Source: an optimization exercise on an open RTL-to-GDS flow (aim: small area, a short achievable clock period and few clock cycles per item). Production flows keep margins and buffers that such runs may drop. Only simulation tests tie the RTL to the original design; equivalence was not proved. The clock port is modelled as an ideal driver; clocking choices that lean on that would not hold on a real chip.

==> design/flow/design.v <==
package aes_encr_pkg;
  localparam int NUM_ROUNDS = 10;
  function automatic logic [7:0] xtime(input logic [7:0] b);
    xtime = {b[6:0], 1'b0} ^ (b[7] ? 8'h1b : 8'h00);
  endfunction
  function automatic logic [7:0] sbox(input logic [7:0] x);
    logic U0, U1, U2, U3, U4, U5, U6, U7, T1, T2, T3, T4, T5, T6, T7, T8, T9, T10, T11, T12, T13, T14, T15, T16, T17, T18, T19, T20, T21, T22, T23, T24, T25, T26, T27, M1, M2, M3, M4, M5, M6, M7, M8, M9, M10, M11, M12, M13, M14, M15, M16, M17, M18, M19, M20, M21, M22, M23, M24, M25, M26, M27, M28, M29, M30, M31, M32, M33, M34, M35, M36, M37, M38, M39, M40, M41, M42, M43, M44, M45, M46, M47, M48, M49, M50, M51, M52, M53, M54, M55, M56, M57, M58, M59, M60, M61, M62, M63, L0, L1, L2, L3, L4, L5, L6, L7, L8, L9, L10, L11, L12, L13, L14, L15, L16, L17, L18, L19, L20, L21, L22, L23, L24, L25, L26, L27, L28, L29, S0, S1, S2, S3, S4, S5, S6, S7;
    {U0, U1, U2, U3, U4, U5, U6, U7} = x;
    T1 = U0 ^ U3;
    T2 = U0 ^ U5;
    T3 = U0 ^ U6;
    T4 = U3 ^ U5;
    T5 = U4 ^ U6;
    T6 = T1 ^ T5;
    T7 = U1 ^ U2;
    T8 = U7 ^ T6;
    T9 = U7 ^ T7;
    T10 = T6 ^ T7;
    T11 = U1 ^ U5;
    T12 = U2 ^ U5;
    T13 = T3 ^ T4;
    T14 = T6 ^ T11;
    T15 = T5 ^ T11;
    T16 = T5 ^ T12;
    T17 = T9 ^ T16;
    T18 = U3 ^ U7;
    T19 = T7 ^ T18;
    T20 = T1 ^ T19;
    T21 = U6 ^ U7;
    T22 = T7 ^ T21;
    T23 = T2 ^ T22;
    T24 = T2 ^ T10;
    T25 = T20 ^ T17;
    T26 = T3 ^ T16;
    T27 = T1 ^ T12;
    M1 = T13 & T6;
    M2 = T23 & T8;
    M3 = T14 ^ M1;
    M4 = T19 & U7;
    M5 = M4 ^ M1;
    M6 = T3 & T16;
    M7 = T22 & T9;
    M8 = T26 ^ M6;
    M9 = T20 & T17;
    M10 = M9 ^ M6;
    M11 = T1 & T15;
    M12 = T4 & T27;
    M13 = M12 ^ M11;
    M14 = T2 & T10;
    M15 = M14 ^ M11;
    M16 = M3 ^ M2;
    M17 = M5 ^ T24;
    M18 = M8 ^ M7;
    M19 = M10 ^ M15;
    M20 = M16 ^ M13;
    M21 = M17 ^ M15;
    M22 = M18 ^ M13;
    M23 = M19 ^ T25;
    M24 = M22 ^ M23;
    M25 = M22 & M20;
    M26 = M21 ^ M25;
    M27 = M20 ^ M21;
    M28 = M23 ^ M25;
    M29 = M28 & M27;
    M30 = M26 & M24;
    M31 = M20 & M23;
    M32 = M27 & M31;
    M33 = M27 ^ M25;
    M34 = M21 & M22;
    M35 = M24 & M34;
    M36 = M24 ^ M25;
    M37 = M21 ^ M29;
    M38 = M32 ^ M33;
    M39 = M23 ^ M30;
    M40 = M35 ^ M36;
    M41 = M38 ^ M40;
    M42 = M37 ^ M39;
    M43 = M37 ^ M38;
    M44 = M39 ^ M40;
    M45 = M42 ^ M41;
    M46 = M44 & T6;
    M47 = M40 & T8;
    M48 = M39 & U7;
    M49 = M43 & T16;
    M50 = M38 & T9;
    M51 = M37 & T17;
    M52 = M42 & T15;
    M53 = M45 & T27;
    M54 = M41 & T10;
    M55 = M44 & T13;
    M56 = M40 & T23;
    M57 = M39 & T19;
    M58 = M43 & T3;
    M59 = M38 & T22;
    M60 = M37 & T20;
    M61 = M42 & T1;
    M62 = M45 & T4;
    M63 = M41 & T2;
    L0 = M61 ^ M62;
    L1 = M50 ^ M56;
    L2 = M46 ^ M48;
    L3 = M47 ^ M55;
    L4 = M54 ^ M58;
    L5 = M49 ^ M61;
    L6 = M62 ^ L5;
    L7 = M46 ^ L3;
    L8 = M51 ^ M59;
    L9 = M52 ^ M53;
    L10 = M53 ^ L4;
    L11 = M60 ^ L2;
    L12 = M48 ^ M51;
    L13 = M50 ^ L0;
    L14 = M52 ^ M61;
    L15 = M55 ^ L1;
    L16 = M56 ^ L0;
    L17 = M57 ^ L1;
    L18 = M58 ^ L8;
    L19 = M63 ^ L4;
    L20 = L0 ^ L1;
    L21 = L1 ^ L7;
    L22 = L3 ^ L12;
    L23 = L18 ^ L2;
    L24 = L15 ^ L9;
    L25 = L6 ^ L10;
    L26 = L7 ^ L9;
    L27 = L8 ^ L10;
    L28 = L11 ^ L14;
    L29 = L11 ^ L17;
    S0 = L6 ^ L24;
    S1 = ~(L16 ^ L26);
    S2 = ~(L19 ^ L28);
    S3 = L6 ^ L21;
    S4 = L20 ^ L22;
    S5 = L25 ^ L29;
    S6 = ~(L13 ^ L27);
    S7 = ~(L6 ^ L23);
    sbox = {S0, S1, S2, S3, S4, S5, S6, S7};
  endfunction
  function automatic logic [7:0] rcon_of(input logic [3:0] rnd);
    rcon_of[0] = (rnd == 4'd1) | (rnd == 4'd9);
    rcon_of[1] = (rnd == 4'd2) | (rnd == 4'd9) | (rnd == 4'd10);
    rcon_of[2] = (rnd == 4'd3) | (rnd == 4'd10);
    rcon_of[3] = (rnd == 4'd4) | (rnd == 4'd9);
    rcon_of[4] = (rnd == 4'd5) | (rnd == 4'd9) | (rnd == 4'd10);
    rcon_of[5] = (rnd == 4'd6) | (rnd == 4'd10);
    rcon_of[6] = (rnd == 4'd7);
    rcon_of[7] = (rnd == 4'd8);
  endfunction
  function automatic logic [31:0] sub_rot_word(input logic [31:0] w);
    sub_rot_word = {sbox(w[23:16]), sbox(w[15:8]), sbox(w[7:0]), sbox(w[31:24])};
  endfunction
  function automatic logic [127:0] sub_bytes(input logic [127:0] s);
    logic [127:0] o;
    for (int i = 0; i < 16; i++) o[127-8*i -: 8] = sbox(s[127-8*i -: 8]);
    sub_bytes = o;
  endfunction
  function automatic logic [127:0] shift_rows(input logic [127:0] s);
    logic [127:0] o;
    for (int c = 0; c < 4; c++)
      for (int r = 0; r < 4; r++)
        o[127-8*(r+4*c) -: 8] = s[127-8*(r+4*((c+r)%4)) -: 8];
    shift_rows = o;
  endfunction
  function automatic logic [31:0] mix_column(input logic [31:0] v);
    logic n32, n33, n34, n35, n36, n37, n38, n39, n40, n41, n42, n43, n44, n45, n46, n47, n48, n49, n50, n51, n52, n53, n54, n55, n56, n57, n58, n59, n60, n61, n62, n63, n64, n65, n66, n67, n68, n69, n70, n71, n72, n73, n74, n75, n76, n77, n78, n79, n80, n81, n82, n83, n84, n85, n86, n87, n88, n89, n90, n91, n92, n93, n94, n95, n96, n97, n98, n99, n100, n101, n102, n103, n104, n105, n106, n107, n108, n109, n110, n111, n112, n113, n114, n115, n116, n117, n118, n119, n120, n121, n122, n123, n124, n125, n126, n127, n128, n129, n130;
    logic [31:0] o;
    n32 = v[14] ^ v[22];
    n33 = v[23] ^ v[31];
    n34 = v[5] ^ v[29];
    n35 = v[7] ^ v[15];
    n36 = v[6] ^ v[30];
    n37 = v[13] ^ v[21];
    n38 = v[16] ^ v[24];
    n39 = v[0] ^ v[8];
    n40 = v[18] ^ v[26];
    n41 = v[2] ^ v[10];
    n42 = v[9] ^ n40;
    n43 = v[4] ^ n37;
    n44 = v[25] ^ n41;
    n45 = v[20] ^ n34;
    n46 = v[24] ^ n33;
    n47 = v[8] ^ n35;
    n48 = v[9] ^ v[25];
    n49 = v[11] ^ v[27];
    n50 = v[19] ^ v[27];
    n51 = v[12] ^ n43;
    n52 = v[11] ^ n35;
    n53 = v[28] ^ n45;
    n54 = v[12] ^ v[28];
    n55 = v[15] ^ v[23];
    n56 = n41 ^ n50;
    n57 = v[3] ^ v[18];
    n58 = v[1] ^ v[16];
    n59 = n48 ^ n58;
    n60 = n50 ^ n55;
    n61 = v[28] ^ n43;
    n62 = n39 ^ n46;
    n63 = n38 ^ n55;
    n64 = v[17] ^ n47;
    n65 = n62 ^ n63;
    n66 = n58 ^ n64;
    n67 = n52 ^ n56;
    n68 = v[29] ^ n51;
    n69 = n46 ^ n59;
    n70 = v[13] ^ n53;
    n71 = v[0] ^ n63;
    n72 = n35 ^ n65;
    n73 = v[5] ^ n61;
    n74 = n38 ^ n47;
    n75 = v[6] ^ n32;
    n76 = v[22] ^ v[31];
    n77 = n34 ^ n75;
    n78 = v[29] ^ n36;
    n79 = v[21] ^ n78;
    n80 = v[14] ^ n79;
    n81 = v[21] ^ n45;
    n82 = v[12] ^ n81;
    n83 = n32 ^ n33;
    n84 = v[7] ^ n83;
    n85 = v[7] ^ n55;
    n86 = n36 ^ n85;
    n87 = v[0] ^ n66;
    n88 = n59 ^ n87;
    n89 = v[2] ^ v[17];
    n90 = n42 ^ n89;
    n91 = v[10] ^ n42;
    n92 = v[1] ^ n91;
    n93 = v[26] ^ n44;
    n94 = v[17] ^ n93;
    n95 = v[18] ^ n44;
    n96 = v[1] ^ n95;
    n97 = v[13] ^ n78;
    n98 = n77 ^ n97;
    n99 = v[30] ^ n76;
    n100 = n35 ^ n99;
    n101 = n57 ^ n60;
    n102 = v[10] ^ n101;
    n103 = n40 ^ n49;
    n104 = n33 ^ n103;
    n105 = v[3] ^ n104;
    n106 = v[22] ^ n37;
    n107 = n36 ^ n106;
    n108 = n55 ^ n76;
    n109 = n75 ^ n108;
    n110 = v[2] ^ n35;
    n111 = n104 ^ n110;
    n112 = n101 ^ n111;
    n113 = v[3] ^ v[20];
    n114 = n54 ^ n113;
    n115 = v[4] ^ v[28];
    n116 = n52 ^ n114;
    n117 = n33 ^ n115;
    n118 = n50 ^ n117;
    n119 = n49 ^ n60;
    n120 = v[12] ^ n118;
    n121 = n118 ^ n119;
    n122 = n116 ^ n121;
    n123 = v[20] ^ n115;
    n124 = n119 ^ n123;
    n125 = v[9] ^ n65;
    n126 = v[24] ^ n66;
    n127 = n125 ^ n126;
    n128 = v[15] ^ n85;
    n129 = v[25] ^ n128;
    n130 = n66 ^ n129;
    o[0] = n74;
    o[1] = n88;
    o[2] = n92;
    o[3] = n67;
    o[4] = n116;
    o[5] = n68;
    o[6] = n98;
    o[7] = n109;
    o[8] = n71;
    o[9] = n130;
    o[10] = n90;
    o[11] = n102;
    o[12] = n124;
    o[13] = n82;
    o[14] = n107;
    o[15] = n84;
    o[16] = n62;
    o[17] = n69;
    o[18] = n94;
    o[19] = n105;
    o[20] = n120;
    o[21] = n70;
    o[22] = n80;
    o[23] = n100;
    o[24] = n72;
    o[25] = n127;
    o[26] = n96;
    o[27] = n112;
    o[28] = n122;
    o[29] = n73;
    o[30] = n77;
    o[31] = n86;
    mix_column = o;
  endfunction
  function automatic logic [127:0] mix_columns(input logic [127:0] s);
    logic [127:0] o;
    logic [31:0] c32;
    for (int c = 0; c < 4; c++) begin
      c32 = mix_column({s[103-32*c -: 8], s[111-32*c -: 8], s[119-32*c -: 8], s[127-32*c -: 8]});
      o[127-32*c -: 8] = c32[7:0];
      o[119-32*c -: 8] = c32[15:8];
      o[111-32*c -: 8] = c32[23:16];
      o[103-32*c -: 8] = c32[31:24];
    end
    mix_columns = o;
  endfunction
endpackage
module aes128_key_expand_step
(
  input  logic [127:0] rk,
  input  logic [31:0]  temp,
  output logic [127:0] rk_next
);
  logic [31:0] w0, w1, w2, w3;
  logic [31:0] n0, n1, n2, n3;
  always_comb begin
    w0   = rk[127:96];
    w1   = rk[95:64];
    w2   = rk[63:32];
    w3   = rk[31:0];
    n0   = w0 ^ temp;
    n1   = w1 ^ n0;
    n2   = w2 ^ n1;
    n3   = w3 ^ n2;
    rk_next = {n0, n1, n2, n3};
  end
endmodule
module aes128_encr_round_ctrl
#(
  parameter int NUM_ROUNDS = 10,
  parameter int RCNT_W     = 4
) (
  input  logic              clk,
  input  logic              rst,
  input  logic              in_valid,
  output logic              in_ready,
  input  logic [127:0]      plaintext,
  input  logic [127:0]      key,
  output logic              out_valid,
  input  logic              out_ready,
  output logic [127:0]      ciphertext
);
  if (NUM_ROUNDS != 10) begin : g_bad_rounds
    $error("aes128_encr_round_ctrl: NUM_ROUNDS must be 10 for AES-128");
  end
  if ((1 << RCNT_W) <= NUM_ROUNDS) begin : g_bad_rcnt_w
    $error("aes128_encr_round_ctrl: RCNT_W too narrow for NUM_ROUNDS");
  end
  localparam logic [RCNT_W-1:0] LAST_RND = RCNT_W'(NUM_ROUNDS);
  logic [127:0]      st_reg, k_reg, m_reg, km_reg, out_reg;
  logic [127:0]      rk_m, m_next, out_d, k_d;
  logic [31:0]       t_reg, t_next;
  logic [RCNT_W-1:0] s_nr, m_nr;
  logic              s_vld, s_park, s_old;
  logic              m_vld, m_park, m_old, m_wait, m_cont;
  logic              ov_q, nov_q, ir_q, nir_q;   
  logic              leave, park, acc;
  logic [RCNT_W-1:0] s_nr_d;
  logic              s_vld_d, s_park_d, s_old_d, m_old_d, m_wait_d, m_cont_d, ov_d, ir_d;
  logic              leave_n, park_n;
  assign t_next = aes_encr_pkg::sub_rot_word(k_reg[31:0]);
  assign m_next = aes_encr_pkg::shift_rows(aes_encr_pkg::sub_bytes(st_reg));
  aes128_key_expand_step u_key_expand (
    .rk      (km_reg),
    .temp    (t_reg ^ {aes_encr_pkg::rcon_of(4'(m_nr)), 24'h000000}),
    .rk_next (rk_m)
  );
  assign out_d = m_park ? km_reg : (m_reg ^ rk_m);
  assign leave = m_wait & m_old & nov_q;
  assign park  = m_wait & ~leave;
  assign acc   = in_valid & ~nir_q;
  assign k_d = (m_cont | park) ? (m_cont ? rk_m : out_d) : key;
  always_comb begin
    if (m_cont) begin
      s_vld_d  = 1'b1;
      s_park_d = 1'b0;
      s_old_d  = m_old;
      s_nr_d   = m_nr + RCNT_W'(1);
    end else if (park) begin
      s_vld_d  = 1'b1;
      s_park_d = 1'b1;
      s_old_d  = m_old;
      s_nr_d   = m_nr;
    end else begin
      s_vld_d  = acc;
      s_park_d = 1'b0;
      s_old_d  = ~s_vld;
      s_nr_d   = RCNT_W'(1);
    end
    m_old_d  = s_old | leave;
    m_wait_d = s_vld & (s_park | (s_nr == LAST_RND));
    m_cont_d = s_vld & ~s_park & (s_nr != LAST_RND);
    ov_d     = leave | (~nov_q & ~out_ready);
    leave_n  = m_wait_d & m_old_d & ~ov_d;
    park_n   = m_wait_d & ~leave_n;
    ir_d     = ~m_cont_d & ~park_n & ~(s_vld_d & ~s_park_d & (s_nr_d == RCNT_W'(1)));
  end
  always_ff @(posedge clk) begin
    if (rst) begin
      s_vld  <= 1'b0;
      s_park <= 1'b0;
      s_old  <= 1'b0;
      m_vld  <= 1'b0;
      m_park <= 1'b0;
      m_old  <= 1'b0;
      m_wait <= 1'b0;
      m_cont <= 1'b0;
      ov_q   <= 1'b0;
      nov_q  <= 1'b1;
      ir_q   <= 1'b1;
      nir_q  <= 1'b0;
    end else begin
      s_vld  <= s_vld_d;
      s_park <= s_park_d;
      s_old  <= s_old_d;
      m_vld  <= s_vld;
      m_park <= s_park;
      m_old  <= m_old_d;
      m_wait <= m_wait_d;
      m_cont <= m_cont_d;
      ov_q   <= ov_d;
      nov_q  <= ~ov_d;
      ir_q   <= ir_d;
      nir_q  <= ~ir_d;
    end
  end
  always_ff @(posedge clk) begin
    s_nr <= s_nr_d;
    m_nr <= s_nr;
  end
  always_ff @(posedge clk) begin
    m_reg  <= m_next;
    km_reg <= k_reg;
    t_reg  <= t_next;
    k_reg  <= k_d;
    st_reg <= (m_cont ? aes_encr_pkg::mix_columns(m_reg) : plaintext) ^ k_d;
    if (leave) out_reg <= out_d;
  end
  assign in_ready   = ir_q;
  assign out_valid  = ov_q;
  assign ciphertext = out_reg;
endmodule
==> design/flow/flow/run.sh <==
#!/bin/bash
# Standard ORFS layout, except:
#  - synthesis maps the logic with an area-oriented ABC script (flow/abc.script)
#    instead of ORFS's abc_speed.script; registers are mapped before ABC runs, so
#    they are the standard synthesis's;
#  - ports are buffered with buf_1 (outputs: buf_2) instead of the resizer's default choice
#    (clkdlybuf4s50_1, a delay cell);
#  - timing repair aims at the extra setup and hold margins in flow/setup_margin.txt
#    and flow/hold_margin.txt, if any;
#  - outputs are placed on the top and bottom edges
#    (flow/pins.tcl);
#  - after global placement, the flip-flops that drive output ports are moved next
#    to their port buffers (flow/place_io_flops.tcl);
#  - before CTS, the registers that capture the S-box stage (m_reg, t_reg)
#    are taken off the clock net (flow/clock_detach.tcl), so that CTS builds its
#    tree for the other registers;
#  - after CTS, the clk port drives four root clock buffers, each driving a quarter
#    of the leaf clock buffers directly, in place of CTS's upper tree
#    (flow/clock_top.tcl); the S-box-stage registers get leaf buffers of their own,
#    fed from the roots through one clock delay cell per root: useful skew between
#    internal registers only (flow/clock_stage1.tcl).
set -euo pipefail
W=$PWD
export FLOW_ABC_SCRIPT=$W/flow/abc.script
sed 's|log_cmd abc {\*}$abc_args|log_cmd abc -script $::env(FLOW_ABC_SCRIPT) {*}[lrange $abc_args 2 end]|' \
  "$FLOW_HOME/scripts/synth.tcl" > "$W/synth_core.tcl"
grep -q FLOW_ABC_SCRIPT "$W/synth_core.tcl"
sed "s|source \$::env(SCRIPTS_DIR)/synth.tcl|source $W/synth_core.tcl|" synth_recipe.tcl > "$W/synth_abc.tcl"
grep -q synth_core.tcl "$W/synth_abc.tcl"
bash standard.sh synth SYNTH_SCRIPT="$W/synth_abc.tcl" > "$W/synth.log" 2>&1
EXTRA=(BUFFER_PORTS_ARGS="-buffer_cell sky130_fd_sc_hd__buf_1" CTS_CLUSTER_SIZE=25 CTS_CLUSTER_DIAMETER=100 CORE_UTILIZATION=65 PLACE_DENSITY=0.8 PRE_IO_PLACEMENT_TCL="$W/flow/pins.tcl" POST_GLOBAL_PLACE_TCL="$W/flow/place_io_flops.tcl" PRE_CTS_TCL="$W/flow/clock_detach.tcl" POST_CTS_TCL="$W/flow/post_cts.tcl")
if [[ -s flow/setup_margin.txt ]]; then
  EXTRA+=(SETUP_SLACK_MARGIN="$(cat flow/setup_margin.txt)")
fi
if [[ -s flow/hold_margin.txt ]]; then
  EXTRA+=(HOLD_SLACK_MARGIN="$(cat flow/hold_margin.txt)")
fi
bash standard.sh finish "${EXTRA[@]}" > "$W/layout.log" 2>&1
==> design/flow/flow/abc.script <==
&get -n; &st; &synch2; &nf -R 1000; &put
==> design/flow/flow/clock_detach.tcl <==
# Before CTS: take the clock pins of the registers that capture the S-box stage
# (m_reg, t_reg) off the clock net, so that CTS builds its tree for the
# other registers only; clock_stage1.tcl clocks them after CTS.
proc stage1_kind {nm} {
  if {[regexp {^(m_reg|t_reg)\\?\[} $nm]} { return m }
  return ""
}
set n 0
foreach inst [[ord::get_db_block] getInsts] {
  if {[stage1_kind [$inst getName]] eq ""} { continue }
  [$inst findITerm CLK] disconnect
  incr n
}
puts "clock_detach: $n S-box-stage registers taken off the clock net for CTS"
==> design/flow/flow/clock_stage1.tcl <==
# After CTS and clock_top.tcl: clock the registers that capture the S-box stage
# (m_reg, t_reg) through leaf clock buffers of their own (groups of at most
# 20 registers, split by position), fed from the nearest root clock buffer through
# one clock delay cell per root: useful skew between internal registers only.
proc stage1_kind {nm} {
  if {[regexp {^(m_reg|t_reg)\\?\[} $nm]} { return m }
  return ""
}
proc s1_split {insts maxg} {
  if {[llength $insts] <= $maxg} { return [list $insts] }
  set xs {}; set ys {}
  foreach i $insts { set l [$i getLocation]; lappend xs [lindex $l 0]; lappend ys [lindex $l 1] }
  set xs [lsort -integer $xs]; set ys [lsort -integer $ys]
  set dim [expr {([lindex $xs end] - [lindex $xs 0]) >= ([lindex $ys end] - [lindex $ys 0]) ? 0 : 1}]
  set sorted [lsort -command [list s1_cmp $dim] $insts]
  set h [expr {[llength $sorted] / 2}]
  return [concat [s1_split [lrange $sorted 0 [expr {$h - 1}]] $maxg] [s1_split [lrange $sorted $h end] $maxg]]
}
proc s1_cmp {dim a b} {
  return [expr {[lindex [$a getLocation] $dim] - [lindex [$b getLocation] $dim]}]
}
proc s1_centroid {insts} {
  set sx 0; set sy 0
  foreach i $insts { set l [$i getLocation]; set sx [expr {$sx + [lindex $l 0]}]; set sy [expr {$sy + [lindex $l 1]}] }
  set n [llength $insts]
  return [list [expr {int($sx / $n)}] [expr {int($sy / $n)}]]
}
set block [ord::get_db_block]
set leafm [[ord::get_db] findMaster sky130_fd_sc_hd__clkbuf_16]
set dlym(m) [[ord::get_db] findMaster sky130_fd_sc_hd__clkdlybuf4s50_2]
set dlym(k) [[ord::get_db] findMaster sky130_fd_sc_hd__clkdlybuf4s25_1]
set maxg 20
set roots {}
foreach inst [$block getInsts] { if {[string match "clkroot_*" [$inst getName]]} { lappend roots $inst } }
array unset s1
array set s1 {m {} k {}}
foreach inst [$block getInsts] {
  set k [stage1_kind [$inst getName]]
  if {$k ne ""} { lappend s1($k) $inst }
}
set nl 0
foreach kind {m k} {
  if {[llength $s1($kind)] == 0} { continue }
  array unset byroot
  foreach grp [s1_split $s1($kind) $maxg] {
    lassign [s1_centroid $grp] cx cy
    set leaf [odb::dbInst_create $block $leafm "clkbuf_s1${kind}_$nl"]
    $leaf setLocation $cx $cy
    $leaf setPlacementStatus PLACED
    set net [odb::dbNet_create $block "clknet_s1${kind}_$nl"]
    $net setSigType CLOCK
    [$leaf findITerm X] connect $net
    foreach i $grp { [$i findITerm CLK] connect $net }
    incr nl
    # nearest root
    set best ""; set bd 0
    foreach r $roots {
      set rl [$r getLocation]
      set d [expr {abs([lindex $rl 0] - $cx) + abs([lindex $rl 1] - $cy)}]
      if {$best eq "" || $d < $bd} { set best $r; set bd $d }
    }
    lappend byroot([$best getName]) $leaf
  }
  foreach rname [array names byroot] {
    set r [$block findInst $rname]
    set leaves $byroot($rname)
    lassign [s1_centroid $leaves] dx dy
    set d [odb::dbInst_create $block $dlym($kind) "clkskew_${kind}_$rname"]
    $d setLocation $dx $dy
    $d setPlacementStatus PLACED
    set dnet [odb::dbNet_create $block "clknet_skew_${kind}_$rname"]
    $dnet setSigType CLOCK
    [$d findITerm A] connect [[$r findITerm X] getNet]
    [$d findITerm X] connect $dnet
    foreach l $leaves { [$l findITerm A] connect $dnet }
    puts "clock_stage1: $rname -> [$dlym($kind) getName] -> [llength $leaves] $kind leaves"
  }
}
detailed_placement
==> design/flow/flow/clock_top.tcl <==
# Flatten the top of the clock tree: after CTS, the clk port drives four root clock
# buffers (one per quadrant of the leaf buffers), and each root drives the leaf clock
# buffers of its quadrant directly. The tree's upper buffers are removed.
set block [ord::get_db_block]
set portnet [[$block findBTerm clk] getNet]
set rootm [[ord::get_db] findMaster sky130_fd_sc_hd__clkbuf_16]
# clock buffers reachable from the port
set leaves {}
set uppers {}
set front [list $portnet]
while {[llength $front]} {
  set next {}
  foreach net $front {
    foreach it [$net getITerms] {
      if {![$it isInputSignal] && [[$it getMTerm] getName] ne "A"} { continue }
      set inst [$it getInst]
      set m [[$inst getMaster] getName]
      if {![string match "sky130_fd_sc_hd__clkbuf_*" $m]} { continue }
      set out [[$inst findITerm X] getNet]
      if {$out eq "NULL"} { continue }
      set isleaf 0
      foreach it2 [$out getITerms] {
        if {[[[$it2 getInst] getMaster] isSequential]} { set isleaf 1 }
      }
      if {$isleaf} { lappend leaves $inst } else { lappend uppers $inst; lappend next $out }
    }
  }
  set front $next
}
puts "flat: [llength $leaves] leaf buffers, [llength $uppers] upper buffers"
# median split into quadrants
set xs {}; set ys {}
foreach l $leaves { set p [$l getLocation]; lappend xs [lindex $p 0]; lappend ys [lindex $p 1] }
set mx [lindex [lsort -integer $xs] [expr {[llength $xs] / 2}]]
set my [lindex [lsort -integer $ys] [expr {[llength $ys] / 2}]]
array unset fgroups
array set fgroups {}
foreach l $leaves {
  set p [$l getLocation]
  lappend fgroups("[expr {[lindex $p 0] >= $mx}][expr {[lindex $p 1] >= $my}]") $l
}
# detach everything from the old upper tree
foreach l $leaves { [$l findITerm A] disconnect }
set upnets {}
foreach u $uppers {
  lappend upnets [[$u findITerm X] getNet]
  odb::dbInst_destroy $u
}
foreach out $upnets {
  # CTS's dummy loads (clock buffers with no output net) on the removed nets go too
  foreach it [$out getITerms] {
    set inst [$it getInst]
    set o [$inst getFirstOutput]
    if {$o eq "NULL" || [$o getNet] eq "NULL"} { odb::dbInst_destroy $inst }
  }
  if {[llength [$out getITerms]] != 0 || [llength [$out getBTerms]] != 0} {
    error "clock_top: net [$out getName] still has loads"
  }
  odb::dbNet_destroy $out
}
set i 0
foreach q [lsort [array names fgroups]] {
  set ls $fgroups($q)
  set sx 0; set sy 0
  foreach l $ls { set p [$l getLocation]; set sx [expr {$sx + [lindex $p 0]}]; set sy [expr {$sy + [lindex $p 1]}] }
  set n [llength $ls]
  set r [odb::dbInst_create $block $rootm "clkroot_$i"]
  $r setLocation [expr {int($sx / $n)}] [expr {int($sy / $n)}]
  $r setPlacementStatus PLACED
  set net [odb::dbNet_create $block "clknet_root_$i"]
  $net setSigType CLOCK
  [$r findITerm A] connect $portnet
  [$r findITerm X] connect $net
  foreach l $ls { [$l findITerm A] connect $net }
  puts "flat: root $i drives $n leaf buffers"
  incr i
}
detailed_placement
==> design/flow/flow/pins.tcl <==
# Before pin placement: outputs on the top and bottom edges (inputs anywhere), so that
# the output registers and buffers have room next to their pins.
set outs_b {}; set outs_t {}
foreach bt [[ord::get_db_block] getBTerms] {
  set n [$bt getName]
  if {[$bt getIoType] eq "OUTPUT"} {
    if {[regexp {^ciphertext\[([0-9]+)\]$} $n -> i]} {
      if {$i < 64} { lappend outs_b $n } else { lappend outs_t $n }
    } elseif {$n eq "out_valid"} { lappend outs_b $n } else { lappend outs_t $n }
  }
}
set_io_pin_constraint -pin_names $outs_b -region bottom:*
set_io_pin_constraint -pin_names $outs_t -region top:*
puts "pins: [llength $outs_b] + [llength $outs_t] outputs on bottom/top"
==> design/flow/flow/place_io_flops.tcl <==
# After global placement: make each output port's buffer a buf_2, move it to its pin
# and move the flip-flop that drives it onto it, so that both sit next to the pin.
# They are then legalized and marked FIRM, so that later placement steps leave them
# there.
set block [ord::get_db_block]
set core [$block getCoreArea]
set moved 0
set io_cells {}
foreach bterm [$block getBTerms] {
  if {[$bterm getIoType] ne "OUTPUT"} { continue }
  set net [$bterm getNet]
  if {$net eq "NULL"} { continue }
  set buf ""
  foreach it [$net getITerms] {
    if {[$it isOutputSignal]} { set buf [$it getInst] }
  }
  if {$buf eq ""} { continue }
  set ff ""
  foreach it [$buf getITerms] {
    if {![$it isInputSignal]} { continue }
    set in_net [$it getNet]
    if {$in_net eq "NULL"} { continue }
    foreach it2 [$in_net getITerms] {
      if {[$it2 isOutputSignal]} { set ff [$it2 getInst] }
    }
  }
  if {$ff eq ""} { continue }
  if {![[$ff getMaster] isSequential]} { continue }
  replace_cell [$buf getName] sky130_fd_sc_hd__buf_2
  set pb [$bterm getBBox]
  set x [expr {min(max(([$pb xMin] + [$pb xMax]) / 2, [$core xMin]), [$core xMax] - 5000)}]
  set y [expr {min(max(([$pb yMin] + [$pb yMax]) / 2, [$core yMin]), [$core yMax] - 5000)}]
  $buf setLocation $x $y
  $ff setLocation $x $y
  lappend io_cells $buf $ff
  incr moved
}
detailed_placement
foreach c $io_cells { $c setPlacementStatus FIRM }
puts "place_io_flops: moved $moved output flip-flops next to their port buffers"
==> design/flow/flow/post_cts.tcl <==
# After CTS: flatten the top of the clock tree, then clock the S-box-stage registers.
set post_cts_dir [file dirname [info script]]
source $post_cts_dir/clock_top.tcl
source $post_cts_dir/clock_stage1.tcl
==> design/flow/standard.sh <==
#!/bin/bash
# synth_recipe.tcl (not shown) runs the flow's synth.tcl, then flattens the netlist and writes it again
# the make line also repeats each setting of config.mk as NAME=value (left out here)
make -C /OpenROAD-flow-scripts/flow DESIGN_CONFIG=/design/flow/config.mk WORK_HOME=/design/flow/orfs CLKGATE_MAP_FILE= SYNTH_SCRIPT=/design/flow/synth_recipe.tcl "${@:-finish}"
==> design/flow/config.mk <==
export PLATFORM = sky130hd
export DESIGN_NAME = aes128_encr_round_ctrl
export DESIGN_NICKNAME = aes128_encr_round_ctrl
export VERILOG_FILES = /design/flow/design.v
export SDC_FILE = /design/flow/constraint.sdc
export NUM_CORES = 8
export LEC_CHECK = 0
export CAP_MARGIN = 20
export CORE_MARGIN = 2
export CORE_UTILIZATION = 30
export SLEW_MARGIN = 20
==> design/flow/constraint.sdc <==
create_clock -name core_clock -period 20.0 [get_ports {clk}]
set_input_delay 4.0000 -clock core_clock [delete_from_list [all_inputs] [get_ports {clk}]]
set_output_delay 4.0000 -clock core_clock [all_outputs]
set_load 0.01 [all_outputs]
==> results.json, run 1 <==
{
  "outcome": "finished clean",
  "grt_usage_pct": 40.3,
  "antenna_left": 0,
  "fill_cells": 5378,
  "min_period_over_period_pct": 25.0,
  "vias": 34300,
  "synthAdderAreaFrac_pct": 1.22,
  "fin_crit_ps": 5010,
  "cp_max_fo": 1,
  "antenna_found_initial": 6,
  "synth_warnings": 2,
  "crit_arrival_ps": 1010,
  "hold_path.class": "flip-flop to flip-flop",
  "critPathBufInv": 1,
  "first_pass_iters": 7,
  "row_count": 96,
  "clk_pin_slew_ps": 100,
  "synth.avg_cell_area_um2": 9.55,
  "grt_pass1_wl_um": 212000,
  "setup_viol": 0,
  "max_slew_margin_pct": 14.1,
  "grt_pass1_vias": 33200,
  "worst-setup-path-type": "flip-flop to primary output",
  "syn_area_mm2": 0.0453,
  "coreArea_mm2": 0.0688,
  "die_x_um": 268,
  "worst_pin_slew_ps": 1280,
  "stdcell_area_mm2": 0.0493,
  "report.final.slew_viol_count": 0,
  "vias_per_cell": 5.59,
  "critical-path-max-stage-delay_ps": 450,
  "clkLatencyLatePin_ps": 1140,
  "required_ps": 16000,
  "crit_family": "flip-flops",
  "synth_top_family_by_area": "XOR/XNOR gates",
  "finalNetCount": 5486,
  "setup_slack_ps": 14990,
  "dp_cells": 6070,
  "final_common_cell": "xnor2_1",
  "placed_area_mm2": 0.0482,
  "end_kind": "primary output",
  "place_ws_ps": 14720,
  "wirelength_um": 148000,
  "fin_util_pct": 71.7,
  "crit_chain": "buf_2",
  "hold_violations": 0,
  "synth-xor-area-share_pct": 45.0,
  "cts_tree": "yes",
  "drv_cap": 0,
  "drt-initial-drc-count": 3078,
  "drive_above_1_share_pct": 3.77,
  "post_drt_wl_per_cell_um": 24.2,
  "num_io_pins": 390,
  "syn-num-nets": 5044,
  "grt_setup_unrepaired": "no",
  "grt_max_degree": 179,
  "layout_common_cells": "1628 x xnor2_1, 690 x xor2_1, 561 x dfxtp_1, 442 x nand2_1, 400 x nor2_1",
  "fmax_ghz": 0.200,
  "hold_ws_ps": 199,
  "yosys.area_share.simple_pct": 8.39,
  "die_h_um": 268,
  "syn_inst": 4740,
  "synthFlopType": "dfxtp_1",
  "synth_edf_count": 128,
  "setup_tns_ps": 0,
  "drc": 0,
  "initial_core_util_pct": 65.8,
  "synth_compound_area_share_pct": 4.63,
  "worst_path_max_delay_cell": "edfxtp_1",
  "ys_ff_latch": 691,
  "die_area_mm2": 0.0718,
  "critPathLaunchType": "flip-flop",
  "synth_cell_types": 33,
  "grt-ovfl-total": 0,
  "stdcell_count": 6138,
  "synth-async-reset-ratio_pct": 0,
  "dp_hpwl_um": 123000,
  "portBuffers": 389,
  "muxShareOfSynthArea_pct": 6.83,
  "ys_seq_area_share_pct": 33.4,
  "area_growth_pct": 8.99,
  "final.setup_skew_ps": 781
}
-- synth_stat cells, types with 7 or more instances --
cell / count / area share [%]
ha_1: 44 / 1.2
a22o_1: 15 / 0.29
xnor2_1: 1628 / 31
nor2b_1: 55 / 0.76
a21o_1: 16 / 0.27
nand2b_1: 26 / 0.36
nor2_1: 400 / 3.3
xor2_1: 690 / 13
o21a_1: 10 / 0.17
nand3_1: 7 / 0.077
a31oi_1: 10 / 0.14
edfxtp_1: 128 / 8.5
o21ai_0: 169 / 1.9
dfxtp_1: 563 / 25
a21oi_1: 147 / 1.6
nand2_1: 442 / 3.7
clkinv_1: 62 / 0.51
mux2_1: 127 / 3.2
mux2i_1: 166 / 3.7
-- area by class of cell, without the clock buffers --
| class | count | area (um2) | share of cell area, % |
|---|---|---|---|
| inverters | 62 | 238 | 0.482 |
| multi-input cells | 3987 | 29900 | 60.7 |
| flip-flops and latches | 691 | 15100 | 30.6 |
| clock inverters | 9 | 109 | 0.221 |
| diodes | 7 | 17.5 | 0.0355 |
| well taps | 931 | 1160 | 2.36 |
| repair buffers | 399 | 1720 | 3.49 |
| plain buffers | 16 | 345 | 0.700 |
-- routing by layer --
metal | up-vias | global-route usage, % | routed length (um)
li1 | 16100 | - | -
met1 | 16300 | 49.2 | 57700
met2 | 1467 | 64.6 | 66600
met3 | 405 | 4.57 | 9860
met4 | 2 | 32.8 | 14300
met5 | - | 0 | 14
-- final timing paths --
path / startpoint / to / slack [ps] / depth (start not counted)
hold / removal: st_reg[8] / m_reg[72] / 200 / 4
setup / recovery: out_reg[106] / ciphertext[106] / 14990 / 1
hold reg to reg: st_reg[8] / m_reg[72] / 200 / 4
setup reg to reg: st_reg[116] / m_reg[23] / 15430 / 16
-- kinds of logic after synthesis --
logic type,after synthesis
and+or+nand+nor,945
muxes,293
xor gates and xnor gates,2322
DFF,691
buffers and inverters,62
adders and majority gates,44
AOI/OAI and AO/OA,383
Testbench counts, summed over its fixed seeds: cycles 3,880, items 384.
==> run 2: changes to the inputs <==
--- a/design/flow/flow/run.sh
+++ b/design/flow/flow/run.sh
@@ -7,7 +7,7 @@
 #    (clkdlybuf4s50_1, a delay cell);
 #  - timing repair aims at the extra setup and hold margins in flow/setup_margin.txt
 #    and flow/hold_margin.txt, if any;
-#  - outputs are placed on the top and bottom edges
+#  - outputs are placed on the top and bottom edges, inputs on the left and right
 #    (flow/pins.tcl);
 #  - after global placement, the flip-flops that drive output ports are moved next
 #    to their port buffers (flow/place_io_flops.tcl);
==> design/flow/flow/pins.tcl (replaced) <==
# Before pin placement: outputs on the top and bottom edges, inputs on the left and
# right edges, so that the output registers and buffers have room next to their pins.
set outs_b {}; set outs_t {}; set ins_l {}; set ins_r {}
foreach bt [[ord::get_db_block] getBTerms] {
  set n [$bt getName]
  if {[$bt getIoType] eq "OUTPUT"} {
    if {[regexp {^ciphertext\[([0-9]+)\]$} $n -> i]} {
      if {$i < 64} { lappend outs_b $n } else { lappend outs_t $n }
    } elseif {$n eq "out_valid"} { lappend outs_b $n } else { lappend outs_t $n }
  } else {
    if {[string match "plaintext*" $n]} { lappend ins_l $n } else { lappend ins_r $n }
  }
}
set_io_pin_constraint -pin_names $outs_b -region bottom:*
set_io_pin_constraint -pin_names $outs_t -region top:*
set_io_pin_constraint -pin_names $ins_l -region left:*
set_io_pin_constraint -pin_names $ins_r -region right:*
puts "pins: [llength $outs_b] + [llength $outs_t] outputs on bottom/top, [llength $ins_l] + [llength $ins_r] inputs on left/right"
--- a/design/flow/flow/place_io_flops.tcl
+++ b/design/flow/flow/place_io_flops.tcl
@@ -1,11 +1,9 @@
 # After global placement: make each output port's buffer a buf_2, move it to its pin
 # and move the flip-flop that drives it onto it, so that both sit next to the pin.
-# They are then legalized and marked FIRM, so that later placement steps leave them
-# there.
+# Detailed placement then legalizes them.
 set block [ord::get_db_block]
 set core [$block getCoreArea]
 set moved 0
-set io_cells {}
 foreach bterm [$block getBTerms] {
   if {[$bterm getIoType] ne "OUTPUT"} { continue }
   set net [$bterm getNet]
@@ -32,9 +30,6 @@
   set y [expr {min(max(([$pb yMin] + [$pb yMax]) / 2, [$core yMin]), [$core yMax] - 5000)}]
   $buf setLocation $x $y
   $ff setLocation $x $y
-  lappend io_cells $buf $ff
   incr moved
 }
-detailed_placement
-foreach c $io_cells { $c setPlacementStatus FIRM }
 puts "place_io_flops: moved $moved output flip-flops next to their port buffers"
==> run 2 against run 1 <==
Against the previous run:
- the flow now stops in I/O pin placement
- synthesized cell count is the same
- area after synthesis unchanged
==> results.json, run 2 <==
{
  "outcome": "did not finish",
  "haltStage": "I/O pin placement",
  "error": "[ERROR PPL-0107] Invalid pin placement.",
  "die_x_um": 268,
  "synth-xor-area-share_pct": 45.0,
  "ys_seq_area_share_pct": 33.4,
  "synth_compound_area_share_pct": 4.63,
  "initial_core_util_pct": 65.8,
  "synthAdderAreaFrac_pct": 1.22,
  "syn_inst": 4740,
  "yosys.area_share.simple_pct": 8.39,
  "syn_area_mm2": 0.0453,
  "row_count": 96,
  "synth_cell_types": 33,
  "muxShareOfSynthArea_pct": 6.83,
  "synth_area_leaders": "xnor2_1 31%, dfxtp_1 25%, xor2_1 13%",
  "synth-async-reset-ratio_pct": 0,
  "syn-num-nets": 5044,
  "synth.avg_cell_area_um2": 9.55,
  "synth_warnings": 2,
  "yosysTopAreaCell": "xnor2_1",
  "synthFlopType": "dfxtp_1",
  "synth_top_family_by_area": "XOR/XNOR gates",
  "synth_most_common_cell": "xnor2_1",
  "synth_top_area_share_pct": 31.5,
  "synth_common_cells": "1628 x xnor2_1, 690 x xor2_1, 563 x dfxtp_1, 442 x nand2_1, 400 x nor2_1",
  "die_h_um": 268,
  "ys_ff_latch": 691,
  "synth_edf_count": 128
}
-- run 2: kinds of logic after synthesis --
| kind of cell | count (synthesis) |
|---|---|
| AOI/OAI and AO/OA | 383 |
| buffers and inverters | 62 |
| muxes | 293 |
| DFF | 691 |
| xor gates and xnor gates | 2322 |
| adders and majority gates | 44 |
| and+or+nand+nor | 945 |
==> run 3: changes to the inputs <==
--- a/design/flow/flow/run.sh
+++ b/design/flow/flow/run.sh
@@ -7,10 +7,12 @@
 #    (clkdlybuf4s50_1, a delay cell);
 #  - timing repair aims at the extra setup and hold margins in flow/setup_margin.txt
 #    and flow/hold_margin.txt, if any;
-#  - outputs are placed on the top and bottom edges, inputs on the left and right
+#  - outputs are placed on the top and bottom edges
 #    (flow/pins.tcl);
-#  - after global placement, the flip-flops that drive output ports are moved next
-#    to their port buffers (flow/place_io_flops.tcl);
+#  - before global placement, the flip-flops that drive output ports are placed at
+#    their pins and kept there through placement (flow/pre_gpl.tcl, post_dpl.tcl);
+#    after global placement, the output port buffers are moved to their pins
+#    (flow/place_io_flops.tcl);
 #  - before CTS, the registers that capture the S-box stage (m_reg, t_reg)
 #    are taken off the clock net (flow/clock_detach.tcl), so that CTS builds its
 #    tree for the other registers;
@@ -28,7 +30,7 @@
 sed "s|source \$::env(SCRIPTS_DIR)/synth.tcl|source $W/synth_core.tcl|" synth_recipe.tcl > "$W/synth_abc.tcl"
 grep -q synth_core.tcl "$W/synth_abc.tcl"
 bash standard.sh synth SYNTH_SCRIPT="$W/synth_abc.tcl" > "$W/synth.log" 2>&1
-EXTRA=(BUFFER_PORTS_ARGS="-buffer_cell sky130_fd_sc_hd__buf_1" CTS_CLUSTER_SIZE=25 CTS_CLUSTER_DIAMETER=100 CORE_UTILIZATION=65 PLACE_DENSITY=0.8 PRE_IO_PLACEMENT_TCL="$W/flow/pins.tcl" POST_GLOBAL_PLACE_TCL="$W/flow/place_io_flops.tcl" PRE_CTS_TCL="$W/flow/clock_detach.tcl" POST_CTS_TCL="$W/flow/post_cts.tcl")
+EXTRA=(BUFFER_PORTS_ARGS="-buffer_cell sky130_fd_sc_hd__buf_1" CTS_CLUSTER_SIZE=25 CTS_CLUSTER_DIAMETER=100 CORE_UTILIZATION=65 PLACE_DENSITY=0.8 PRE_IO_PLACEMENT_TCL="$W/flow/pins.tcl" PRE_GLOBAL_PLACE_TCL="$W/flow/pre_gpl.tcl" POST_GLOBAL_PLACE_TCL="$W/flow/place_io_flops.tcl" POST_DETAIL_PLACE_TCL="$W/flow/post_dpl.tcl" PRE_CTS_TCL="$W/flow/clock_detach.tcl" POST_CTS_TCL="$W/flow/post_cts.tcl")
 if [[ -s flow/setup_margin.txt ]]; then
   EXTRA+=(SETUP_SLACK_MARGIN="$(cat flow/setup_margin.txt)")
 fi
==> design/flow/flow/pins.tcl (replaced) <==
# Before pin placement: outputs on the top and bottom edges (inputs anywhere), so that
# the output registers and buffers have room next to their pins.
set outs_b {}; set outs_t {}
foreach bt [[ord::get_db_block] getBTerms] {
  set n [$bt getName]
  if {[$bt getIoType] eq "OUTPUT"} {
    if {[regexp {^ciphertext\[([0-9]+)\]$} $n -> i]} {
      if {$i < 64} { lappend outs_b $n } else { lappend outs_t $n }
    } elseif {$n eq "out_valid"} { lappend outs_b $n } else { lappend outs_t $n }
  }
}
set_io_pin_constraint -pin_names $outs_b -region bottom:*
set_io_pin_constraint -pin_names $outs_t -region top:*
puts "pins: [llength $outs_b] + [llength $outs_t] outputs on bottom/top"
==> design/flow/flow/place_io_flops.tcl (replaced) <==
# After global placement: make each output port's buffer a buf_2 and move it next to
# its pin; the flip-flop that drives it is already there (pre_gpl.tcl). Detailed
# placement then legalizes it.
set block [ord::get_db_block]
set core [$block getCoreArea]
set moved 0
foreach bterm [$block getBTerms] {
  if {[$bterm getIoType] ne "OUTPUT"} { continue }
  set net [$bterm getNet]
  if {$net eq "NULL"} { continue }
  set buf ""
  foreach it [$net getITerms] {
    if {[$it isOutputSignal]} { set buf [$it getInst] }
  }
  if {$buf eq ""} { continue }
  replace_cell [$buf getName] sky130_fd_sc_hd__buf_2
  set pb [$bterm getBBox]
  set x [expr {min(max(([$pb xMin] + [$pb xMax]) / 2, [$core xMin]), [$core xMax] - 5000)}]
  set y [expr {min(max(([$pb yMin] + [$pb yMax]) / 2, [$core yMin]), [$core yMax] - 5000)}]
  $buf setLocation $x $y
  incr moved
}
puts "place_io_flops: moved $moved output buffers to their pins"
==> design/flow/flow/post_dpl.tcl (new file) <==
# After detailed placement: release the output flip-flops fixed by pre_gpl.tcl.
set n 0
foreach inst [[ord::get_db_block] getInsts] {
  if {[$inst getPlacementStatus] eq "FIRM"} { $inst setPlacementStatus PLACED; incr n }
}
puts "post_dpl: released $n cells"
==> design/flow/flow/pre_gpl.tcl (new file) <==
# Before global placement: put each flip-flop that drives an output port next to its
# pin (the output ports are on the top and bottom edges), legalize, and mark them FIRM
# so that global and detailed placement place the other cells around them.
# post_dpl.tcl releases them afterwards.
set block [ord::get_db_block]
set core [$block getCoreArea]
set cells {}
foreach bterm [$block getBTerms] {
  if {[$bterm getIoType] ne "OUTPUT"} { continue }
  set net [$bterm getNet]
  if {$net eq "NULL"} { continue }
  set ff ""
  foreach it [$net getITerms] {
    if {[$it isOutputSignal]} { set ff [$it getInst] }
  }
  if {$ff eq "" || ![[$ff getMaster] isSequential]} { continue }
  set pb [$bterm getBBox]
  set x [expr {min(max(([$pb xMin] + [$pb xMax]) / 2, [$core xMin]), [$core xMax] - 12000)}]
  set y [expr {min(max(([$pb yMin] + [$pb yMax]) / 2, [$core yMin]), [$core yMax] - 3000)}]
  $ff setLocation $x $y
  $ff setPlacementStatus PLACED
  lappend cells $ff
}
detailed_placement
foreach c $cells { $c setPlacementStatus FIRM }
puts "pre_gpl: [llength $cells] output flip-flops placed at their pins"
==> run 3 against run 2 <==
Against the previous run:
- the run now finishes clean
- synthesized cell count unchanged
- area after synthesis unchanged
==> results.json, run 3 <==
{
  "outcome": "finished clean",
  "antenna_left": 0,
  "dp_hpwl_um": 120000,
  "grt-ovfl-total": 0,
  "setup_viol": 0,
  "die_x_um": 268,
  "coreArea_mm2": 0.0688,
  "setup_slack_ps": 14970,
  "grt_pass1_wl_um": 211000,
  "critical-path-max-stage-delay_ps": 440,
  "drive_above_1_share_pct": 3.71,
  "place_ws_ps": 14680,
  "syn_area_mm2": 0.0453,
  "fmax_ghz": 0.199,
  "stdcell_count": 6130,
  "crit_arrival_ps": 1030,
  "synth_area_leaders": "xnor2_1 31%, dfxtp_1 25%, xor2_1 13%",
  "drv_cap": 0,
  "cts_tree": "yes",
  "synth_edf_count": 128,
  "synth_top_area_share_pct": 31.5,
  "yosysTopAreaCell": "xnor2_1",
  "layout_common_cells": "1628 x xnor2_1, 690 x xor2_1, 561 x dfxtp_1, 442 x nand2_1, 400 x nor2_1",
  "synth-async-reset-ratio_pct": 0,
  "synth.avg_cell_area_um2": 9.55,
  "end_kind": "primary output",
  "grt_setup_unrepaired": "no",
  "initial_core_util_pct": 65.8,
  "area_growth_pct": 8.85,
  "synth_common_cells": "1628 x xnor2_1, 690 x xor2_1, 563 x dfxtp_1, 442 x nand2_1, 400 x nor2_1",
  "critPathBufInv": 1,
  "num_io_pins": 390,
  "worst_pin_slew_ps": 1350,
  "placed_area_mm2": 0.0482,
  "min_period_over_period_pct": 25.2,
  "final_common_cell": "xnor2_1",
  "hold_ws_ps": 269,
  "grt_pass1_vias": 33100,
  "fin_util_pct": 71.6,
  "cp_max_fo": 1,
  "synth_cell_types": 33,
  "synth_warnings": 2,
  "syn-num-nets": 5044,
  "required_ps": 16000,
  "dp_cells": 6071,
  "wirelength_um": 147000,
  "vias": 34400,
  "crit_family": "flip-flops",
  "synthFlopType": "dfxtp_1",
  "vias_per_cell": 5.61,
  "portBuffers": 389,
  "fin_crit_ps": 5030,
  "hold_violations": 0,
  "ys_seq_area_share_pct": 33.4,
  "max_slew_margin_pct": 9.14,
  "ys_ff_latch": 691,
  "antenna_found_initial": 7,
  "reg2reg_setup_slack_ps": 15380,
  "stdcell_area_mm2": 0.0493,
  "report.final.slew_viol_count": 0,
  "grt_usage_pct": 40.1,
  "synth_most_common_cell": "xnor2_1",
  "setup_tns_ps": 0,
  "final.setup_skew_ps": 691,
  "clkLatencyLatePin_ps": 1030,
  "hold_path.class": "flip-flop to flip-flop",
  "post_drt_wl_per_cell_um": 24.0,
  "row_count": 96,
  "clk_pin_slew_ps": 100,
  "die_h_um": 268,
  "die_area_mm2": 0.0718,
  "drc": 0,
  "worst_path_max_delay_cell": "edfxtp_1",
  "crit_chain": "buf_2",
  "syn_inst": 4740,
  "first_pass_iters": 6,
  "drt-initial-drc-count": 3467,
  "critPathLaunchType": "flip-flop",
  "finalNetCount": 5486,
  "worst-setup-path-type": "flip-flop to primary output",
  "grt_max_degree": 185
}
[run 3: cell counts after synthesis]
No cell type changed its count.
[run 3: cell families (layout without fill, tap and decap cells)]
| family | count (synthesis) | in the layout | synth area share (%) |
|---|---|---|---|
| XOR/XNOR | 2322 | 2322 | 45.0 |
| other | 0 | 3 | 0 |
| buffers and inverters | 62 | 518 | 0.514 |
| AND/OR/NAND/NOR | 945 | 945 | 8.39 |
| adder cells (fa/ha/maj) | 44 | 44 | 1.22 |
| AO/OA/AOI/OAI | 383 | 383 | 4.63 |
| flip-flops | 691 | 691 | 33.4 |
| multiplexers | 293 | 293 | 6.83 |
[run 3: per-layer routing]
layer  global-route usage, %  routed length, um  up-vias
li1                        -                  -    16100
met1                    49.2              58000    16400
met2                    64.0              66100     1423
met3                    5.64               9750      416
met4                    30.4              13600        6
met5                       0                 40        -
[run 3: path summary, 6_finish.rpt]
check	from	end	depth (start not counted)
setup / recovery	out_reg[108]	ciphertext[108]	1
hold / removal	k_reg[41]	km_reg[41]	0
setup reg to reg	t_reg[24]	st_reg[24]	10
hold reg to reg	k_reg[41]	km_reg[41]	0
[run 3: area by class of cell, without the clock buffers]
cell class / count / area (um2)
timing repair buffer: 400 / 1730
sequential: 691 / 15100
antenna: 3 / 7.51
inverter: 62 / 238
fill: 5435 / 19500
tap: 931 / 1160
clock inverter: 6 / 77.6
multi-input combinational: 3987 / 29900
buffer: 16 / 345
==> run 4: changes to the inputs <==
--- a/design/flow/flow/run.sh
+++ b/design/flow/flow/run.sh
@@ -7,7 +7,7 @@
 #    (clkdlybuf4s50_1, a delay cell);
 #  - timing repair aims at the extra setup and hold margins in flow/setup_margin.txt
 #    and flow/hold_margin.txt, if any;
-#  - outputs are placed on the top and bottom edges
+#  - the output pins are spread evenly along the top and bottom edges
 #    (flow/pins.tcl);
 #  - before global placement, the flip-flops that drive output ports are placed at
 #    their pins and kept there through placement (flow/pre_gpl.tcl, post_dpl.tcl);
==> design/flow/flow/pins.tcl (replaced) <==
# Before pin placement: the output pins go evenly spaced along the bottom edge
# (ciphertext[63:0], out_valid) and the top edge (ciphertext[127:64], in_ready), so
# that each output register and its buffer have room next to their pin. The tool
# places the inputs.
set block [ord::get_db_block]
set die [$block getDieArea]
set dbu [$block getDbUnitsPerMicron]
set outs_b {}; set outs_t {}
for {set i 0} {$i < 64} {incr i} { lappend outs_b "ciphertext\[$i\]" }
lappend outs_b out_valid
for {set i 64} {$i < 128} {incr i} { lappend outs_t "ciphertext\[$i\]" }
lappend outs_t in_ready
set w [expr {double([$die xMax] - [$die xMin]) / $dbu}]
foreach {pins edge} [list $outs_b bottom $outs_t top] {
  set n [llength $pins]
  set pitch [expr {($w - 20.0) / $n}]
  set y [expr {$edge eq "bottom" ? 0.0 : double([$die yMax]) / $dbu}]
  set i 0
  foreach p $pins {
    # met2 tracks: 0.23 + k * 0.46 um
    set x [expr {10.0 + ($i + 0.5) * $pitch}]
    set x [expr {0.23 + round(($x - 0.23) / 0.46) * 0.46}]
    place_pin -pin_name $p -layer met2 -location [list $x $y] -pin_size {0.14 0.485} -force_to_die_boundary
    incr i
  }
}
puts "pins: [llength $outs_b] + [llength $outs_t] output pins placed on the bottom/top edges"
==> design/flow/flow/pre_gpl.tcl (replaced) <==
# Before global placement: put each flip-flop that drives an output port in one of
# the rows next to its pin (the output ports are on the top and bottom edges), at the
# free legal site nearest to the pin, and mark it FIRM so that global and detailed
# placement place the other cells around it. post_dpl.tcl releases them afterwards.
# The row at the edge itself is left to the port buffers.
set block [ord::get_db_block]
set rows [lsort -command {apply {{a b} {expr {[[$a getBBox] yMin] - [[$b getBBox] yMin]}}}} [$block getRows]]
set nrows [llength $rows]
set sitew [[[lindex $rows 0] getSite] getWidth]
# occupied intervals per row index (fixed cells: tap and end cells)
array unset occ
foreach inst [$block getInsts] {
  if {![$inst isFixed]} { continue }
  set bb [$inst getBBox]
  set ri [expr {([$bb yMin] - [[[lindex $rows 0] getBBox] yMin]) / [[[lindex $rows 0] getSite] getHeight]}]
  lappend occ($ri) [list [$bb xMin] [$bb xMax]]
}
proc pg_free {ri x0 w} {
  global occ
  if {![info exists occ($ri)]} { return 1 }
  foreach iv $occ($ri) {
    if {$x0 < [lindex $iv 1] && $x0 + $w > [lindex $iv 0]} { return 0 }
  }
  return 1
}
set ports {}
foreach bterm [$block getBTerms] {
  if {[$bterm getIoType] ne "OUTPUT"} { continue }
  set net [$bterm getNet]
  if {$net eq "NULL"} { continue }
  set ff ""
  foreach it [$net getITerms] {
    if {[$it isOutputSignal]} { set ff [$it getInst] }
  }
  if {$ff eq "" || ![[$ff getMaster] isSequential]} { continue }
  set pb [$bterm getBBox]
  lappend ports [list [expr {([$pb xMin] + [$pb xMax]) / 2}] [$pb yMin] $ff]
}
set placed 0
foreach p [lsort -integer -index 0 $ports] {
  lassign $p px py ff
  set w [[$ff getMaster] getWidth]
  set top [expr {$py > [[$block getDieArea] yMax] / 2}]
  set best ""
  foreach k {1 2 3 4 5 6} {
    set ri [expr {$top ? $nrows - 1 - $k : $k}]
    set row [lindex $rows $ri]
    set rb [$row getBBox]
    set x0 [expr {[$rb xMin] + (($px - $w / 2 - [$rb xMin]) / $sitew) * $sitew}]
    for {set d 0} {$d < 200} {incr d} {
      foreach x [list [expr {$x0 + $d * $sitew}] [expr {$x0 - $d * $sitew}]] {
        if {$x < [$rb xMin] || $x + $w > [$rb xMax]} { continue }
        if {[pg_free $ri $x $w]} {
          set cost [expr {abs($x + $w / 2 - $px) + $k * 2720}]
          if {$best eq "" || $cost < [lindex $best 0]} { set best [list $cost $ri $x] }
          break
        }
      }
      if {$best ne "" && [lindex $best 1] == $ri} { break }
    }
  }
  if {$best eq ""} { puts "pre_gpl: no room for [$ff getName]"; continue }
  lassign $best cost ri x
  set row [lindex $rows $ri]
  $ff setOrient [$row getOrient]
  $ff setLocation $x [[$row getBBox] yMin]
  $ff setPlacementStatus FIRM
  lappend occ($ri) [list $x [expr {$x + $w}]]
  incr placed
}
puts "pre_gpl: $placed output flip-flops placed next to their pins"
==> run 4 against run 3 <==
Against the previous run:
- the run now fails in detailed placement
- synthesized cell count unchanged
- area after synthesis unchanged
==> results.json, run 4 <==
{
  "die_x_um": 268,
  "yosysTopAreaCell": "xnor2_1",
  "synth_area_leaders": "xnor2_1 31%, dfxtp_1 25%, xor2_1 13%",
  "synth_warnings": 2,
  "dp_hpwl_um": 125000,
  "outcome": "did not finish",
  "synth_most_common_cell": "xnor2_1",
  "syn-num-nets": 5044,
  "syn_area_mm2": 0.0453,
  "haltStage": "detailed placement",
  "synth_common_cells": "1628 x xnor2_1, 690 x xor2_1, 563 x dfxtp_1, 442 x nand2_1, 400 x nor2_1",
  "error": "[ERROR DPL-0033] detailed placement checks failed during check placement.",
  "synth_cell_types": 33,
  "synthFlopType": "dfxtp_1",
  "num_io_pins": 260,
  "portBuffers": 389,
  "ys_seq_area_share_pct": 33.4,
  "ys_ff_latch": 691,
  "die_h_um": 268,
  "initial_core_util_pct": 65.8,
  "synth-async-reset-ratio_pct": 0,
  "syn_inst": 4740,
  "synth_edf_count": 128,
  "row_count": 96,
  "synth.avg_cell_area_um2": 9.55,
  "synth_top_area_share_pct": 31.5
}
[run 4: cell counts after synthesis]
No cell type changed its count.
[run 4: worst max-delay path by stage]
| stage | to | startpoint |
|---|---|---|
| after floorplan | ir_q | m_cont |
| after global placement | ir_q | in_valid |
[run 4: cell families after synthesis]
| logic type | after synthesis | share of synthesized area, % |
|---|---|---|
| buffers and inverters | 62 | 0.514 |
| adders and majority gates | 44 | 1.22 |
| and+or+nand+nor | 945 | 8.39 |
| xor gates and xnor gates | 2322 | 45.0 |
| muxes | 293 | 6.83 |
| AOI/OAI and AO/OA | 383 | 4.63 |
| DFF | 691 | 33.4 |
[run 4: through the flow]
step | setup WS, ps | cells | cell area, um2
floorplan | 8040 | 4740 | 45300
global placement | 14700 | 6076 | 48100
==> run 5: changes to the inputs <==
--- a/design/flow/flow/pre_gpl.tcl
+++ b/design/flow/flow/pre_gpl.tcl
@@ -8,17 +8,17 @@
 set nrows [llength $rows]
 set sitew [[[lindex $rows 0] getSite] getWidth]
 # occupied intervals per row index (fixed cells: tap and end cells)
-array unset occ
+array unset ::pg_occ
 foreach inst [$block getInsts] {
   if {![$inst isFixed]} { continue }
   set bb [$inst getBBox]
   set ri [expr {([$bb yMin] - [[[lindex $rows 0] getBBox] yMin]) / [[[lindex $rows 0] getSite] getHeight]}]
-  lappend occ($ri) [list [$bb xMin] [$bb xMax]]
+  lappend ::pg_occ($ri) [list [$bb xMin] [$bb xMax]]
 }
 proc pg_free {ri x0 w} {
-  global occ
-  if {![info exists occ($ri)]} { return 1 }
-  foreach iv $occ($ri) {
+
+  if {![info exists ::pg_occ($ri)]} { return 1 }
+  foreach iv $::pg_occ($ri) {
     if {$x0 < [lindex $iv 1] && $x0 + $w > [lindex $iv 0]} { return 0 }
   }
   return 1
@@ -65,7 +65,7 @@
   $ff setOrient [$row getOrient]
   $ff setLocation $x [[$row getBBox] yMin]
   $ff setPlacementStatus FIRM
-  lappend occ($ri) [list $x [expr {$x + $w}]]
+  lappend ::pg_occ($ri) [list $x [expr {$x + $w}]]
   incr placed
 }
 puts "pre_gpl: $placed output flip-flops placed next to their pins"
==> run 5 against run 4 <==
Against the previous run:
- synthesized cell count unchanged
- the run now finishes clean
- area after synthesis unchanged
==> results.json, run 5 <==
{
  "outcome": "finished clean",
  "fin_crit_ps": 4950,
  "max_slew_margin_pct": 26.1,
  "synth_cell_types": 33,
  "final_common_cell": "xnor2_1",
  "hold_path.class": "flip-flop to flip-flop",
  "synth_warnings": 2,
  "stdcell_area_mm2": 0.0495,
  "crit_family": "flip-flops",
  "drt-initial-drc-count": 3497,
  "report.final.slew_viol_count": 0,
  "wirelength_um": 151000,
  "syn-num-nets": 5044,
  "first_pass_iters": 6,
  "hold_violations": 0,
  "cp_max_fo": 1,
  "post_drt_wl_per_cell_um": 24.6,
  "grt_setup_unrepaired": "no",
  "setup_tns_ps": 0,
  "die_x_um": 268,
  "synthFlopType": "dfxtp_1",
  "synth_edf_count": 128,
  "synth.avg_cell_area_um2": 9.55,
  "end_kind": "primary output",
  "finalNetCount": 5494,
  "syn_area_mm2": 0.0453,
  "synth_common_cells": "1628 x xnor2_1, 690 x xor2_1, 563 x dfxtp_1, 442 x nand2_1, 400 x nor2_1",
  "coreArea_mm2": 0.0688,
  "final.setup_skew_ps": 686,
  "critPathLaunchType": "flip-flop",
  "layout_common_cells": "1628 x xnor2_1, 690 x xor2_1, 561 x dfxtp_1, 442 x nand2_1, 400 x nor2_1",
  "fin_util_pct": 71.9,
  "worst_pin_slew_ps": 1100,
  "grt_pass1_vias": 33300,
  "cp-startpoint": "out_reg[108]",
  "portBuffers": 389,
  "die_area_mm2": 0.0718,
  "row_count": 96,
  "grt-ovfl-total": 0,
  "cts_tree": "yes",
  "initial_core_util_pct": 65.8,
  "placed_area_mm2": 0.0482,
  "die_h_um": 268,
  "vias_per_cell": 5.60,
  "grt_pass1_wl_um": 215000,
  "num_io_pins": 260,
  "drv_cap": 0,
  "clkLatencyLatePin_ps": 1040,
  "syn_inst": 4740,
  "ys_seq_area_share_pct": 33.4,
  "setup_viol": 0,
  "clk_pin_slew_ps": 100,
  "critical-path-max-stage-delay_ps": 390,
  "crit_chain": "buf_2",
  "critPathBufInv": 1,
  "antenna_found_initial": 15,
  "drive_above_1_share_pct": 4.03,
  "reg2reg_setup_slack_ps": 15230,
  "required_ps": 16000,
  "grt_usage_pct": 41.4,
  "drc": 0,
  "crit_arrival_ps": 950,
  "ys_ff_latch": 691,
  "min_period_over_period_pct": 24.7,
  "yosysTopAreaCell": "xnor2_1",
  "dp_cells": 6076,
  "synth_area_leaders": "xnor2_1 31%, dfxtp_1 25%, xor2_1 13%",
  "vias": 34400,
  "timing.rr.start": "m_nr[0]",
  "synth-async-reset-ratio_pct": 0,
  "worstHoldStart": "st_reg[16]",
  "fmax_ghz": 0.202,
  "synth_top_area_share_pct": 31.5,
  "worst-setup-path-type": "flip-flop to primary output",
  "dp_hpwl_um": 126000,
  "stdcell_count": 6149,
  "grt_max_degree": 174,
  "antenna_left": 0,
  "synth_most_common_cell": "xnor2_1",
  "area_growth_pct": 9.28,
  "worst_path_max_delay_cell": "edfxtp_1"
}
run 5: layout make-up, without the clock buffers:
| cell class | count | area (um2) |
|---|---|---|
| clock inverter | 16 | 196 |
| tap | 931 | 1160 |
| fill | 5475 | 19300 |
| sequential | 691 | 15100 |
| timing repair buffer | 405 | 1750 |
| buffer | 16 | 345 |
| multi-input combinational | 3987 | 29900 |
| antenna | 6 | 15.0 |
| inverter | 62 | 238 |
run 5: worst paths after layout:
check / endpoint / cells past startpoint
worst max-delay path: ciphertext[108] / 1
worst min-delay path: m_reg[48] / 4
worst max register to register: st_reg[25] / 13
worst min register to register: m_reg[48] / 4
run 5: worst min-delay path: stages, from the launching register on:
cell,delay (ps)
dfxtp_1,400
nand2_1,140
xor2_1,110
xnor2_1,140
xnor2_1,120
run 5: layer usage:
metal  up-vias  wire [um]  GRT usage (%)
li1      16100          -              -
met1     16400      59100           51.3
met2      1444      65600           63.8
met3       400      13100           8.27
met4        16      13500           31.1
met5         -        110              0
run 5: cell families (layout without fill, tap and decap cells):
| group | count (synthesis) | count (layout) | share of synthesized area (%) |
|---|---|---|---|
| adders and majority gates | 44 | 44 | 1.22 |
| buffers and inverters | 62 | 534 | 0.514 |
| muxes | 293 | 293 | 6.83 |
| AOI/OAI and AO/OA | 383 | 383 | 4.63 |
| other | 0 | 6 | 0 |
| DFF | 691 | 691 | 33.4 |
| xor gates and xnor gates | 2322 | 2322 | 45.0 |
| and+or+nand+nor | 945 | 945 | 8.39 |
run 5: through the flow:
step	setup slack, ps	hold WS [ps]
after detailed placement	14710	312
after floorplan	8040	310
after global placement	14700	310
final	15050	279
after global routing	14970	312

-- what the ideal ports hide --
The results above use ideal ports. As a check the final layouts listed here were re-extracted and re-timed, cells and wires unchanged.
Step 1: set_driving_cell puts a clkbuf_16 on clk and a buf_2 on each other input, an assumption about the parent block.
Step 2, shift: input delay + t, output delay - t, t = (earliest + latest rising clock arrival at the registers) / 2. This alone moves slack from input paths to output paths.
Three values: no drivers, after step 1, after step 2; two values: the first two.
run | t (ns) | setup WS [ns] | latest minus earliest clock arrival (ns) | worst register clock-pin slew, ns | worst slew at a driven data input, ns
run 1 | 0.887 | 14.995 / 14.853 / 14.297 | 0.790 / 0.790 | 0.11 / 0.11 | 0.09
run 3 | 0.832 | 14.968 / 14.826 / 14.332 | 0.691 / 0.691 | 0.11 / 0.11 | 0.08
run 5 | 0.846 | 15.052 / 14.907 / 14.382 | 0.686 / 0.686 | 0.11 / 0.11 | 0.06
In every run listed the clock reaches the registers at very different times; t lies between them, and the last value is a rough guide only. For run 1, which loses most, drivers alone change the setup slack by -0.142 ns; drivers and shift together by -0.698 ns.
